Context: an optimization exercise on an open-source flow, tuned for small area. The choices shown serve that exercise and are no tape-out recipe. Where RTL was checked, it was by simulation tests only, not by an equivalence proof against the original. No activity file was given, so power comes from the tool's default toggle rates. The flow treats the clock pin as an ideal source, which a real chip does not have.

== pepper ==
Design deadline_ordered_alarm_queue, start of the top module:
module deadline_ordered_alarm_queue (
   input  logic                          clock,
   input  logic                          reset,
   input  logic                          start,
   output logic                          busy,
   input  logic [doaq_pkg::OP_W-1:0]     req_op,
   input  logic [doaq_pkg::SLOT_W-1:0]   req_alarm_slot,
   input  logic [doaq_pkg::DELAY_W-1:0]  req_delay_ms,
   input  logic                          csr_wr_en,
   input  logic [doaq_pkg::THRESH_W-1:0] csr_wr_data,
   output logic                          rsp_valid,
   output logic                          rsp_kind,
   output logic [doaq_pkg::SLOT_W-1:0]   rsp_slot_out,
   output logic [doaq_pkg::MODE_W-1:0]   rsp_wake_mode,
   output logic [doaq_pkg::DELAY_W-1:0]  rsp_next_delay_ms,
   output logic                          rsp_last
);
   localparam int N = doaq_pkg::NUM_ALARMS;
   localparam int EW = doaq_pkg::SLOT_W + doaq_pkg::DELAY_W;
   localparam int TB = doaq_pkg::TIME_BITS;
   localparam logic [2:0] S_IDLE = 3'd0;
   localparam logic [2:0] S_WAIT = 3'd1;
   localparam logic [2:0] S_WAITL = 3'd2;
   localparam logic [2:0] S_DEL = 3'd3;
   localparam logic [2:0] S_PICK = 3'd4;
   localparam logic [2:0] S_INS = 3'd5;
   localparam logic [2:0] S_TICK = 3'd6;
   localparam logic [2:0] S_FIN = 3'd7;
   logic [N*EW-1:0]  ring_ff;
   logic [TB-1:0]    tr_ff;
   logic [3:0]       ph_ff;
   logic [3:0]       lab_ff;
   logic             tz_ff;
   logic             adv_ff, adv_in;
   logic             tc_ff;
   logic [4:0]       count_ff, count_in;
   logic [2:0]       state_ff, state_in;
   logic [1:0]       op_ff;
   logic [3:0]       slot_ff;
   logic [EW-1:0]    c_ff, c_in;
   logic             carry_ff, carry_in;
   logic [doaq_pkg::THRESH_W-1:0] thresh_ff;
   logic [EW-1:0]    e0, dec0, o;
   logic             lab0, lab15, ph15;
   logic             e0_zero, v0, cr, tgt, place, cmp, hsel, adv_pass, relabel;
   logic             accept, fin0, fire, nonempty;
   logic [TB-1:0]    tsnap;
   logic             tmax, tnear;
  ...
clock: 8.0 ns
lec_check: 0
cap_margin: 0
core_margin: 2
core_utilization: 65
place_density: 0.75
slew_margin: 0
standard.sh (not shown) runs the stock make flow with config.mk's settings and CLKGATE_MAP_FILE= SYNTH_SCRIPT=/design/flow/synth_recipe.tcl, a recipe that flattens the netlist after the stock synthesis.
==> flow/flow/run.sh <==
#!/bin/bash
# The standard layout (standard.sh) in two parts: after the floorplan, the combinational logic is
# restructured for area with OpenROAD's restructure (registers untouched); then placement to the
# final layout. ORFS settings given through the environment: the port buffers use the smallest
# buffer, and the clock tree uses large leaf clusters of clkbuf_16 without dummy loads.
set -euo pipefail
export BUFFER_PORTS_ARGS="-buffer_cell sky130_fd_sc_hd__buf_1"
export CTS_ARGS="-sink_clustering_enable -repair_clock_nets -buf_list sky130_fd_sc_hd__clkbuf_16 -sink_clustering_size 34 -sink_clustering_max_diameter 70 -dont_use_dummy_load"
bash standard.sh floorplan > standard_floorplan.log 2>&1
export FULL_LIB="$FLOW_HOME/platforms/sky130hd/lib/sky130_fd_sc_hd__tt_025C_1v80.lib"
export AREA_LIB="$PWD/area.lib"
export RES_DIR="$PWD/orfs/results/sky130hd/deadline_ordered_alarm_queue/base"
export RS_WORK="$PWD/rs_work"
mkdir -p "$RS_WORK"
python3 flow/filter_lib.py "$FULL_LIB" "$AREA_LIB" > filter_lib.log 2>&1
openroad -no_init -exit flow/restructure.tcl > restructure.log 2>&1
bash standard.sh finish > standard_finish.log 2>&1
Other scripts of this flow, unchanged in this note and not shown: flow/flow/filter_lib.py, flow/flow/restructure.tcl
Modified inputs, nickel compared to pepper
Settings: CORE_UTILIZATION now 40, was 65; CAP_MARGIN now 20, was 0; SLEW_MARGIN now 20, was 0; PLACE_DENSITY no longer set, was 0.75.
--- a/flow/flow/run.sh
+++ b/flow/flow/run.sh
@@ -8 +8 @@
-export CTS_ARGS="-sink_clustering_enable -repair_clock_nets -buf_list sky130_fd_sc_hd__clkbuf_16 -sink_clustering_size 34 -sink_clustering_max_diameter 70 -dont_use_dummy_load"
+export CTS_ARGS="-sink_clustering_enable -repair_clock_nets -buf_list sky130_fd_sc_hd__clkbuf_8 -sink_clustering_size 18 -sink_clustering_max_diameter 50 -dont_use_dummy_load"
[summary]
nickel ran to completion and came out clean on the timing, DRC and antenna checks. Looking at final cell count, nickel sits 255 above pepper. nickel vs. pepper: post-layout utilization of the core went down by 26 points. Re critical path depth: nickel is 3 down on pepper. Total wirelength of the detailed-routed design for nickel: 3.8% up relative to pepper. Changes observed in nickel relative to pepper: share of synthesized cell area in and, or, nand and nor gates now sits at about the same level, clock-buffer cell count now sits higher, worst hold margin now sits lower, data required time at the worst endpoint now sits at about the same level. Comparing nickel and pepper, the lower relative max-transition margin was measured on pepper.
Inputs modified between nickel and lagoon:
Settings: changing CAP_MARGIN from 20 to 0; changing SLEW_MARGIN from 20 to 0; changing CORE_UTILIZATION from 40 to 75; setting PLACE_DENSITY to 0.9 for the first time.
--- a/flow/flow/run.sh
+++ b/flow/flow/run.sh
@@ -8 +8 @@
-export CTS_ARGS="-sink_clustering_enable -repair_clock_nets -buf_list sky130_fd_sc_hd__clkbuf_8 -sink_clustering_size 18 -sink_clustering_max_diameter 50 -dont_use_dummy_load"
+export CTS_ARGS="-sink_clustering_enable -repair_clock_nets -buf_list sky130_fd_sc_hd__clkbuf_16 -sink_clustering_size 34 -sink_clustering_max_diameter 80 -dont_use_dummy_load"
Findings:
[compare] base=nickel new=lagoon: critical path depth picked up an extra 19, power lost about 1.8%, sequential cell count roughly the same. lagoon vs nickel: routed wire length up.
> inputs changed (lagoon -> violet)
Settings: PLACE_DENSITY no longer set, was 0.9; CAP_MARGIN now 20, was 0; SLEW_MARGIN now 20, was 0; CORE_UTILIZATION now 40, was 75.
--- a/flow/flow/run.sh
+++ b/flow/flow/run.sh
@@ -8 +8 @@
-export CTS_ARGS="-sink_clustering_enable -repair_clock_nets -buf_list sky130_fd_sc_hd__clkbuf_16 -sink_clustering_size 34 -sink_clustering_max_diameter 80 -dont_use_dummy_load"
+export CTS_ARGS="-sink_clustering_enable -repair_clock_nets -buf_list sky130_fd_sc_hd__clkbuf_16 -sink_clustering_size 30 -sink_clustering_max_diameter 80 -dont_use_dummy_load"
Notes after the runs:
Having completed the whole flow, violet delivered a layout that passed the timing, DRC and antenna checks. violet ended up with flop to output port as its critical setup path kind; lagoon ended up with flop to flop. Setup slack in violet is larger than in lagoon. Diff lagoon and violet: highest net fanout along the worst path lower in lagoon. Of lagoon and violet, lagoon shows the lower area overhead of the layout relative to synthesis, with violet above it. violet vs lagoon, instance count: violet higher.
#### Input delta (quartz over violet)
Settings: setting GPL_ROUTABILITY_DRIVEN to 0 for the first time; setting GPL_TIMING_DRIVEN to 0 for the first time; setting PLACE_DENSITY to 0.75 for the first time; changing SLEW_MARGIN from 20 to 0; changing CORE_UTILIZATION from 40 to 65; changing CAP_MARGIN from 20 to 0.
Notes after the runs:
Comparing quartz and violet, the higher die outline width is on violet. Diff violet -> quartz | ratio of total power to cell area | decrease of about 0.55%. Between violet and quartz, relative area change from synthesis to final layout decreased. Compared to violet, quartz was floorplanned on a smaller die. In the tables for quartz and violet, internal portion of total power reads higher with violet. Delta (quartz minus violet): flip-flop and latch count comparable, met3 layer usage reported by global route now larger. On depth of the critical timing path with buffers and inverters included, the higher figure sits with violet, not quartz. quartz vs violet on area fraction of clock buffers and clock inverters: quartz is the lower one. On proportion of power drawn by combinational gates, violet tracks quartz almost exactly. Total number of tap cells in quartz vs violet: down 231.

* * *

deadline_ordered_alarm_queue, a different RTL version from the one above (not shown whole).
Size in the first run: ~1400 cells after synthesis, about 710 flip-flops, about 100 I/O pins, roughly 19000 um2 of cells after synthesis.
==> flow/config.mk <==
export PLATFORM = sky130hd
export DESIGN_NAME = deadline_ordered_alarm_queue
export DESIGN_NICKNAME = deadline_ordered_alarm_queue
export VERILOG_FILES = /design/flow/design.v
export SDC_FILE = /design/flow/constraint.sdc
export NUM_CORES = 4
export LEC_CHECK = 0
export CAP_MARGIN = 20
export CORE_MARGIN = 2
export CORE_UTILIZATION = 40
export CTS_BUF_LIST = sky130_fd_sc_hd__clkbuf_16
export CTS_CLUSTER_DIAMETER = 60
export CTS_CLUSTER_SIZE = 24
export SLEW_MARGIN = 20
==> flow/constraint.sdc <==
create_clock -name core_clock -period 8.0 [get_ports {clock}]
set_input_delay 1.6000 -clock core_clock [delete_from_list [all_inputs] [get_ports {clock}]]
set_output_delay 1.6000 -clock core_clock [all_outputs]
set_load 0.01 [all_outputs]
run.sh (not shown) runs the stock make flow with config.mk's settings and CLKGATE_MAP_FILE= SYNTH_SCRIPT=/design/flow/synth_recipe.tcl, a recipe that flattens the netlist after the stock synthesis.
Stock flow here: none of the scripts above is used.
The starting point produced a clean layout.
Edit:
==> flow/flow/run.sh (new file) <==
#!/bin/bash
# The standard layout (bash standard.sh), with two ORFS settings given through the environment:
# the port buffers use the smallest buffer, and the clock tree uses large leaf clusters of
# clkbuf_16 without dummy loads.
set -euo pipefail
export BUFFER_PORTS_ARGS="-buffer_cell sky130_fd_sc_hd__buf_1"
export CTS_ARGS="-sink_clustering_enable -repair_clock_nets -buf_list sky130_fd_sc_hd__clkbuf_16 -sink_clustering_size 30 -sink_clustering_max_diameter 80 -dont_use_dummy_load"
bash standard.sh finish > standard.log 2>&1
==> flow/standard.sh (new file) <==
#!/bin/bash
# synth_recipe.tcl (not shown) runs the flow's synth.tcl, then flattens the netlist and writes it again
# the make line also repeats each setting of config.mk as NAME=value (left out here)
make -C /OpenROAD-flow-scripts/flow DESIGN_CONFIG=/design/flow/config.mk WORK_HOME=/design/flow/orfs CLKGATE_MAP_FILE= SYNTH_SCRIPT=/design/flow/synth_recipe.tcl "${@:-finish}"
- CTS_BUF_LIST: sky130_fd_sc_hd__clkbuf_16 -> default
- CTS_CLUSTER_DIAMETER: 60 -> default
- CTS_CLUSTER_SIZE: 24 -> default
removed: flow/run.sh
The changed run went through all stages and came out clean. Utilization decreases by 2.7 points. Hold slack got worse by 0.011 ns. Non-clock buffer count decreases by 3. Area after synthesis stays the same.
No functional check of the RTL was part of any run of this note.

* * *

== 03-14 ==
deadline_ordered_alarm_queue with an RTL version that a note above also has.
Size in the first run: roughly 1400 cells after synthesis, about 19000 um2 of cells after synthesis.
clock: 8.0 ns
lec_check: 0
cap_margin: 0
core_margin: 2
core_utilization: 65
place_density: 0.75
slew_margin: 0
standard.sh (not shown) runs the stock make flow with config.mk's settings and CLKGATE_MAP_FILE= SYNTH_SCRIPT=/design/flow/synth_recipe.tcl, a recipe that flattens the netlist after the stock synthesis.
==> flow/flow/run.sh <==
#!/bin/bash
# The standard layout (standard.sh) in two parts: after the floorplan, the combinational logic is
# restructured for area with OpenROAD's restructure (registers untouched); then placement to the
# final layout. ORFS settings given through the environment: the port buffers use the smallest
# buffer, and the clock tree uses large leaf clusters of clkbuf_16 without dummy loads.
set -euo pipefail
export BUFFER_PORTS_ARGS="-buffer_cell sky130_fd_sc_hd__buf_1"
export CTS_ARGS="-sink_clustering_enable -repair_clock_nets -buf_list sky130_fd_sc_hd__clkbuf_16 -sink_clustering_size 30 -sink_clustering_max_diameter 80 -dont_use_dummy_load"
bash standard.sh floorplan > standard_floorplan.log 2>&1
export FULL_LIB="$FLOW_HOME/platforms/sky130hd/lib/sky130_fd_sc_hd__tt_025C_1v80.lib"
export AREA_LIB="$PWD/area.lib"
export RES_DIR="$PWD/orfs/results/sky130hd/deadline_ordered_alarm_queue/base"
export RS_WORK="$PWD/rs_work"
mkdir -p "$RS_WORK"
python3 flow/filter_lib.py "$FULL_LIB" "$AREA_LIB" > filter_lib.log 2>&1
openroad -no_init -exit flow/restructure.tcl > restructure.log 2>&1
bash standard.sh finish > standard_finish.log 2>&1
Other scripts of this flow, unchanged in this note and not shown: flow/flow/filter_lib.py, flow/flow/restructure.tcl
Changes in 07-24 relative to 03-14:
# 03-14
export LEC_CHECK = 0
export CAP_MARGIN = 0
export CORE_MARGIN = 2
export CORE_UTILIZATION = 65
export PLACE_DENSITY = 0.75
export SLEW_MARGIN = 0
create_clock -name core_clock -period 8.0 [get_ports {clock}]
# 07-24
export LEC_CHECK = 0
export CAP_MARGIN = 20
export CORE_MARGIN = 2
export CORE_UTILIZATION = 40
export SLEW_MARGIN = 20
create_clock -name core_clock -period 8.0 [get_ports {clock}]
diff --git a/flow/flow/run.sh b/flow/flow/run.sh
--- a/flow/flow/run.sh
+++ b/flow/flow/run.sh
@@ -7,3 +7,3 @@
 export BUFFER_PORTS_ARGS="-buffer_cell sky130_fd_sc_hd__buf_1"
-export CTS_ARGS="-sink_clustering_enable -repair_clock_nets -buf_list sky130_fd_sc_hd__clkbuf_16 -sink_clustering_size 30 -sink_clustering_max_diameter 80 -dont_use_dummy_load"
+export CTS_ARGS="-sink_clustering_enable -repair_clock_nets -buf_list sky130_fd_sc_hd__clkbuf_16 -sink_clustering_size 36 -sink_clustering_max_diameter 60 -dont_use_dummy_load"
 bash standard.sh floorplan > standard_floorplan.log 2>&1
==> comparison <==
- 07-24 closes out successfully: all stages finished, all timing, DRC and antenna checks passed.
- Comparing 03-14 against 07-24, there is no change at all in residual antenna-violating net count after detailed routing.
- On 07-24: met2 track utilization from global routing is 13 points lower than what 03-14 gave.
- Summary of 07-24 over 03-14: final-layout clock buffer total picked up an extra about 33%, share of power burned in the clock network rose 3.4 points.
- Where worst hold margin is concerned, 03-14 is better than 07-24.
- Post-detailed-routing wire length on 07-24 is behind 03-14.
- 03-14 -> 07-24: final standard cell area without fillers increased by a few percent
- Setup WNS 03-14 -> 07-24: better
- On via count, 03-14 and 07-24 are basically level.
- Core utilization: 07-24 lower than 03-14

* * *

run E:
The RTL this note starts from:
==> flow/design.v <==
package doaq_pkg;
   localparam int OP_W = 2;
   localparam int SLOT_W = 4;
   localparam int DELAY_W = 32;
   localparam int THRESH_W = 20;
   localparam int MODE_W = 2;
   localparam int TIME_BITS = 48;
   localparam int NUM_ALARMS = 16;
   localparam logic [THRESH_W-1:0] THRESH_RESET = 20'd3000;
   localparam logic [OP_W-1:0] OP_SET = 2'd0;
   localparam logic [OP_W-1:0] OP_CANCEL = 2'd1;
   localparam logic [OP_W-1:0] OP_TICK = 2'd2;
endpackage
module deadline_ordered_alarm_queue (
   input  logic                          clock,
   input  logic                          reset,
   input  logic                          start,
   output logic                          busy,
   input  logic [doaq_pkg::OP_W-1:0]     req_op,
   input  logic [doaq_pkg::SLOT_W-1:0]   req_alarm_slot,
   input  logic [doaq_pkg::DELAY_W-1:0]  req_delay_ms,
   input  logic                          csr_wr_en,
   input  logic [doaq_pkg::THRESH_W-1:0] csr_wr_data,
   output logic                          rsp_valid,
   output logic                          rsp_kind,
   output logic [doaq_pkg::SLOT_W-1:0]   rsp_slot_out,
   output logic [doaq_pkg::MODE_W-1:0]   rsp_wake_mode,
   output logic [doaq_pkg::DELAY_W-1:0]  rsp_next_delay_ms,
   output logic                          rsp_last
);
   localparam int N = doaq_pkg::NUM_ALARMS;
   localparam int EW = doaq_pkg::SLOT_W + doaq_pkg::DELAY_W;
   localparam int TB = doaq_pkg::TIME_BITS;
   localparam logic [2:0] S_IDLE = 3'd0;
   localparam logic [2:0] S_WAIT = 3'd1;
   localparam logic [2:0] S_WAITL = 3'd2;
   localparam logic [2:0] S_DEL = 3'd3;
   localparam logic [2:0] S_PICK = 3'd4;
   localparam logic [2:0] S_INS = 3'd5;
   localparam logic [2:0] S_TICK = 3'd6;
   localparam logic [2:0] S_FIN = 3'd7;
   logic [N*EW-1:0]  ring_ff;
   logic [TB-1:0]    tr_ff;
   logic [3:0]       ph_ff;
   logic [3:0]       lab_ff;
   logic             tz_ff;
   logic             adv_ff, adv_in;
   logic             tc_ff;
   logic [4:0]       count_ff, count_in;
   logic [2:0]       state_ff, state_in;
   logic [1:0]       op_ff;
   logic [3:0]       slot_ff;
   logic [EW-1:0]    c_ff, c_in;
   logic             carry_ff, carry_in;
   logic [doaq_pkg::THRESH_W-1:0] thresh_ff;
   logic [EW-1:0]    e0, dec0, o;
   logic             lab0, lab15, ph15;
   logic             e0_zero, v0, cr, tgt, place, cmp, hsel, adv_pass, relabel;
   logic             accept, fin0, fire, nonempty;
   logic [TB-1:0]    tsnap;
   logic             tmax, tnear;
   logic [2:0]       tchunk;
   logic [3:0]       tsum;
   assign e0 = ring_ff[EW-1:0];
   assign e0_zero = (e0[31:0] == 32'd0);
   assign nonempty = (count_ff != 5'd0);
   assign lab0 = (lab_ff == 4'd0);
   assign lab15 = (lab_ff == 4'd15);
   assign ph15 = (ph_ff == 4'd15);
   assign v0 = ({1'b0, lab_ff} < count_ff);
   assign fin0 = (state_ff == S_FIN) && lab0;
   assign fire = fin0 && (op_ff == doaq_pkg::OP_TICK) && nonempty && e0_zero;
   assign busy = (state_ff != S_IDLE) && !(fin0 && !fire);
   assign accept = start && !busy;
   assign tsnap = {tr_ff[2:0], tr_ff[TB-1:3]};
   assign tmax = !tz_ff && (tsnap == '1);
   assign tnear = !tz_ff && (tsnap[TB-1:32] == '1);
   assign hsel = (state_ff == S_WAIT) && ph15 && (op_ff == doaq_pkg::OP_SET) && tnear;
   assign adv_pass = (state_ff == S_TICK) && adv_ff;
   assign dec0 = {e0[35:32], e0[31:0] - {31'd0, adv_pass && !e0_zero}};
   assign cmp = (c_ff[31:0] <= (hsel ? ~tsnap[31:0] : e0[31:0]));
   assign cr = (state_ff == S_PICK) ||
               (((state_ff == S_DEL) || (state_ff == S_INS)) && carry_ff);
   assign tgt = (state_ff == S_DEL) && carry_ff && v0 && (e0[35:32] == slot_ff);
   assign place = (state_ff == S_INS) && !carry_ff && (!v0 || cmp);
   assign o = (cr || place) ? c_ff : dec0;
   assign relabel = fire || ((state_ff == S_DEL) && lab15);
   assign tchunk = tz_ff ? 3'd0 : tr_ff[2:0];
   assign tsum = {1'b0, tchunk} + {3'd0, (ph_ff == 4'd0) ? adv_pass : tc_ff};
   always_comb begin
      state_in = state_ff;
      count_in = count_ff;
      carry_in = carry_ff;
      adv_in = adv_ff;
      c_in = c_ff;
      if (cr || place) c_in = dec0;
      if (hsel && !cmp) c_in[31:0] = ~tsnap[31:0];
      case (state_ff)
         S_WAIT: begin
            if (ph15) begin
               adv_in = !tmax;
               state_in = (op_ff == doaq_pkg::OP_TICK) ? S_TICK :
                          (op_ff == 2'd3) ? S_FIN : S_WAITL;
            end
         end
         S_WAITL: begin
            if (lab15) begin
               state_in = S_DEL;
               carry_in = 1'b1;
            end
         end
         S_DEL: begin
            if (tgt) carry_in = 1'b0;
            if (lab15) begin
               count_in = count_ff - {4'd0, !carry_in};
               state_in = (op_ff == doaq_pkg::OP_SET) ? S_PICK : S_FIN;
            end
         end
         S_PICK: begin
            carry_in = 1'b0;
            state_in = S_INS;
         end
         S_INS: begin
            if (place) carry_in = 1'b1;
            if (lab15) begin
               count_in = count_ff + 5'd1;
               state_in = S_FIN;
            end
         end
         S_TICK: if (ph15) state_in = S_FIN;
         S_FIN: begin
            if (fire) count_in = count_ff - 5'd1;
            else if (lab0) state_in = S_IDLE;
         end
         default: ;
      endcase
      if ((state_in == S_FIN) && (state_ff != S_FIN)) c_in = {4'd0, 12'd0, thresh_ff};
      if (accept) begin
         c_in = {req_alarm_slot, req_delay_ms};
         state_in = S_WAIT;
      end
   end
   always_ff @(posedge clock) begin
      if (reset) begin
         state_ff <= S_IDLE;
         count_ff <= '0;
         ph_ff <= '0;
         lab_ff <= '0;
         tz_ff <= 1'b1;
         thresh_ff <= doaq_pkg::THRESH_RESET;
      end else begin
         state_ff <= state_in;
         count_ff <= count_in;
         ph_ff <= ph_ff + 4'd1;
         lab_ff <= lab_ff + {3'd0, !relabel};
         if (ph15) tz_ff <= 1'b0;
         if (csr_wr_en) thresh_ff <= csr_wr_data;
      end
   end
   always_ff @(posedge clock) begin
      ring_ff <= {o, ring_ff[N*EW-1:EW]};
      tr_ff <= {tsum[2:0], tr_ff[TB-1:3]};
      tc_ff <= tsum[3];
      c_ff <= c_in;
      carry_ff <= carry_in;
      adv_ff <= adv_in;
      if (accept) begin
         op_ff <= req_op;
         slot_ff <= req_alarm_slot;
      end
   end
   assign rsp_valid = fin0;
   assign rsp_kind = fire;
   assign rsp_last = !fire;
   assign rsp_slot_out = nonempty ? e0[35:32] : 4'd0;
   assign rsp_next_delay_ms = nonempty ? e0[31:0] : 32'd0;
   assign rsp_wake_mode = (!nonempty || fire) ? 2'd0 :
                          (cmp ? 2'd2 : 2'd1);
endmodule
clock: 8.0 ns
lec_check: 0
cap_margin: 20
core_margin: 2
core_utilization: 40
slew_margin: 20
==> flow/flow/run.sh <==
#!/bin/bash
# The standard layout (bash standard.sh), with two ORFS settings given through the environment:
# the port buffers use the smallest buffer, and the clock tree uses large leaf clusters of
# clkbuf_16 without dummy loads.
set -euo pipefail
export BUFFER_PORTS_ARGS="-buffer_cell sky130_fd_sc_hd__buf_1"
export CTS_ARGS="-sink_clustering_enable -repair_clock_nets -buf_list sky130_fd_sc_hd__clkbuf_16 -sink_clustering_size 30 -sink_clustering_max_diameter 80 -dont_use_dummy_load"
bash standard.sh finish > standard.log 2>&1
Run E finished all stages; the layout is clean.
> inputs changed (run E -> run M)
Settings: putting CTS_CLUSTER_DIAMETER at 60 where nothing was set; putting CTS_BUF_LIST at sky130_fd_sc_hd__clkbuf_16 where nothing was set; putting CTS_CLUSTER_SIZE at 24 where nothing was set.
==> flow/run.sh (new file) <==
#!/bin/bash
# synth_recipe.tcl (not shown) runs the flow's synth.tcl, then flattens the netlist and writes it again
# the make line also repeats each setting of config.mk as NAME=value (left out here)
make -C /OpenROAD-flow-scripts/flow DESIGN_CONFIG=/design/flow/config.mk WORK_HOME=/design/flow/orfs CLKGATE_MAP_FILE= SYNTH_SCRIPT=/design/flow/synth_recipe.tcl finish
removed: flow/flow/run.sh
removed: flow/standard.sh
The final layout from run M, which completed every stage, passed the timing, DRC and antenna checks at the end of the flow. Power after layout in run M vs run E: up about 10%. In run M relative to run E, count of vias placed by the detailed router had gone up slightly. Diff run E -> run M | combinational power | up by more than 10%. Between run M and run E, it is run M whose vias per cell is lower, by 0.049. Against run E, run M reports a global-route met3 utilization that is higher. NOTE post-route standard cell area excluding fillers run E->run M increased by a few percent.

-- static timing again, ports no longer ideal --
The results above use ideal ports. As a check the final layouts listed here were re-extracted and re-timed, cells and wires unchanged. Step 1 assumes that a clkbuf_16 drives the clock port and a buf_2 every other input. Step 2 moves the port delays by t, midway between the first and last clock arrival at a register: inputs arrive t later, outputs are due t later. That takes back most of the time a late clock gives input paths. a / b / c = no drivers / after step 1 / after step 2; a / b = the first two.
| run | t (ns) | setup slack, ns | worst hold slack (ns) |
|---|---|---|---|
| pepper | 0.605 | 1.301 / 1.250 / 1.403 | 0.298 / 0.298 / 0.298 |
| nickel | 0.660 | 1.235 / 1.191 / 1.447 | 0.268 / 0.268 / 0.268 |
| lagoon | 0.599 | 1.050 / 1.050 / 1.050 | 0.321 / 0.321 / 0.321 |
| violet | 0.627 | 1.267 / 1.220 / 1.483 | 0.296 / 0.296 / 0.296 |
| quartz | 0.597 | 0.646 / 0.596 / 0.707 | 0.290 / 0.290 / 0.290 |
| the first run of note 2 | 0.625 | 0.674 / 0.623 / 1.248 | 0.310 / 0.310 / 0.310 |
| the second run of note 2 | 0.628 | 0.613 / 0.561 / 1.189 | 0.300 / 0.300 / 0.300 |
| 03-14 | 0.613 | 1.264 / 1.212 / 1.461 | 0.293 / 0.293 / 0.293 |
| 07-24 | 0.596 | 1.319 / 1.273 / 1.397 | 0.250 / 0.250 / 0.250 |
| run E | 0.639 | 1.357 / 1.304 / 1.943 | 0.273 / 0.273 / 0.273 |
| run M | 0.621 | 1.128 / 1.074 / 1.695 | 0.317 / 0.317 / 0.317 |
After both steps every run listed still meets setup and hold.
